From an optimization exercise on the open Yosys and OpenROAD flow, aimed at small area, a short achievable clock period and few clock cycles per item; shortcuts taken in it are not production practice. In this exercise RTL edits were held to simulation tests only and were not proved equivalent to the original. Power figures rest on the tool's default switching activity, not on a simulated workload.

## archive_block_cipher
module archive_block_cipher (
    input  logic        i_clk,
    input  logic        i_rst_n,
    input  logic        i_cfg_wr_en,
    input  logic        i_cfg_index,
    input  logic [31:0] i_cfg_data,
    input  logic        i_in_valid,
    output logic        o_in_stall,
    input  logic [31:0] i_data_word,
    input  logic        i_last,
    output logic        o_out_valid,
    input  logic        i_out_stall,
    output logic [31:0] o_result_word,
    output logic        o_last_out
);
Size: ~2700 cells after synthesis, ~280 flip-flops, ~110 I/O pins.
==> flow/config.mk <==
export PLATFORM = sky130hd
export DESIGN_NAME = archive_block_cipher
export DESIGN_NICKNAME = archive_block_cipher
export VERILOG_FILES = /design/flow/design.v
export SDC_FILE = /design/flow/constraint.sdc
export NUM_CORES = 4
export LEC_CHECK = 0
export CAP_MARGIN = 20
export CORE_MARGIN = 2
export CORE_UTILIZATION = 30
export SLEW_MARGIN = 20
export SYNTH_MEMORY_MAX_BITS = 16384
==> flow/constraint.sdc <==
create_clock -name core_clock -period 11.0 [get_ports {i_clk}]
set_input_delay 2.2000 -clock core_clock [delete_from_list [all_inputs] [get_ports {i_clk}]]
set_output_delay 2.2000 -clock core_clock [all_outputs]
set_load 0.01 [all_outputs]
standard.sh (not shown) runs the stock make flow with config.mk's settings and CLKGATE_MAP_FILE= SYNTH_SCRIPT=/design/flow/synth_recipe.tcl, a recipe that flattens the netlist after the stock synthesis.
==> flow/flow/run.sh <==
#!/bin/bash
# Standard ORFS layout (the standard.sh), with timing repair asked to leave
# more setup slack than the default so that it works on paths under the period.
set -euo pipefail
export SETUP_SLACK_MARGIN=${MARGIN:-6.0}
bash standard.sh > flow_make.log 2>&1
The starting point passed the timing, DRC and antenna checks.
Testbench counts at the start, summed over its fixed seeds: cycles 8,628, items 8,192.
Next try:
--- a/flow/config.mk
+++ b/flow/config.mk
@@ -9,3 +9,3 @@
 export CORE_MARGIN = 2
-export CORE_UTILIZATION = 30
+export CORE_UTILIZATION = 50
 export SLEW_MARGIN = 20
- die area went down by 40%
- maximum frequency went down by 3.0%
- design area went down by 1.2%
Next try:
--- a/flow/flow/run.sh
+++ b/flow/flow/run.sh
@@ -4,3 +4,3 @@
 set -euo pipefail
-export SETUP_SLACK_MARGIN=${MARGIN:-6.0}
+export SETUP_SLACK_MARGIN=${MARGIN:-6.5}
 bash standard.sh > flow_make.log 2>&1
--- a/flow/config.mk
+++ b/flow/config.mk
@@ -9,3 +9,3 @@
 export CORE_MARGIN = 2
-export CORE_UTILIZATION = 50
+export CORE_UTILIZATION = 30
 export SLEW_MARGIN = 20
Wire length climbs by 1.7%. Register-to-register slack improves by 0.09 ns. Cell area climbs by 4.8%. Hold slack hardly moves. Critical path depth rose by 1. Setup slack gains 0.085 ns. First-iteration DRC count climbs by 2.5%. Global-route usage came out lower by 14 points.

* * *

Another version of the RTL of archive_block_cipher (not shown whole).
Size in the first run: about 2700 cells after synthesis, about 280 flip-flops, ~110 I/O pins.
clock: 11.0 ns
lec_check: 0
cap_margin: 20
core_margin: 2
core_utilization: 30
slew_margin: 20
synth_memory_max_bits: 16384
==> flow/flow/run.sh <==
#!/bin/bash
# Standard ORFS layout (the standard.sh), with timing repair asked to leave
# more setup slack than the default so that it works on paths under the period.
set -euo pipefail
export SETUP_SLACK_MARGIN=${MARGIN:-6.6}
bash standard.sh > flow_make.log 2>&1
The first run finished clean.
Testbench counts at the start, summed over its fixed seeds: cycles 8,468, items 8,192.
Then changed:
--- a/flow/flow/run.sh
+++ b/flow/flow/run.sh
@@ -5 +5 @@
-export SETUP_SLACK_MARGIN=${MARGIN:-6.6}
+export SETUP_SLACK_MARGIN=${MARGIN:-6.3}
TNS_END_PERCENT = 10   (was not set)
After rerunning:
- clock skew grows by 0.0031 ns
- count of clock-buffer cells in the layout grows by 6
- worst setup slack loses 0.019 ns
- design area shrinks by 3.0%
- combinational power shrinks by 13%
- wire length shrinks by about 1.4%
- worst hold slack loses 0.0048 ns
Then changed:
TNS_END_PERCENT = not set   (was 10)
The new run went through all stages and came out clean. Total power grows by 3.9%. Utilization grows by 0.31 points. Register-to-register slack gets better by 0.11 ns. Setup slack gets better by 0.11 ns. Hold slack is about the same. Clock-buffer cell count does not change.
Then changed:
--- a/flow/flow/run.sh
+++ b/flow/flow/run.sh
@@ -5 +5 @@
-export SETUP_SLACK_MARGIN=${MARGIN:-6.3}
+export SETUP_SLACK_MARGIN=${MARGIN:-6.4}
Fmax came out higher by 1.6%; die area stays the same; hold slack improved by 0.0059 ns; cell area rose by 0.85%.

==> what the ideal ports hide <==
The flow's constraints put no driver on any port. The routed layouts listed below were extracted and timed again, unchanged, in two steps. Step 1 sets driving cells, clkbuf_16 on the clock port and buf_2 on the other inputs (assumed; they add their load-dependent delay and slew). Step 2 also shifts input and output timing later by t, the mid clock arrival at the registers, as if the neighbouring blocks saw the same clock. Three values: ideal ports, drivers, drivers and shift; two values: the first two.
run	t, ns	setup WS [ns]	hold WS [ns]	worst setup path at the end
the first run of note 1	0.615	6.166 / 6.166 / 5.947	0.465 / 0.465 / 0.465	input to register
the second run of note 1	0.608	6.014 / 6.014 / 6.002	0.463 / 0.463 / 0.463	input to register
the third run of note 1	0.603	6.099 / 6.099 / 6.099	0.465 / 0.465 / 0.465	register to register
the first run of note 2	0.622	6.258 / 6.258 / 6.170	0.469 / 0.469 / 0.469	input to register
the second run of note 2	0.619	6.238 / 6.238 / 5.907	0.464 / 0.464 / 0.464	input to register
the third run of note 2	0.621	6.346 / 6.346 / 5.983	0.464 / 0.464 / 0.464	input to register
the fourth run of note 2	0.621	6.418 / 6.418 / 6.039	0.470 / 0.470 / 0.470	input to register
After both steps every run listed still meets setup and hold. For the fourth run of note 2, which loses most, drivers alone change the setup slack by 0.000 ns; drivers and shift together by -0.379 ns.
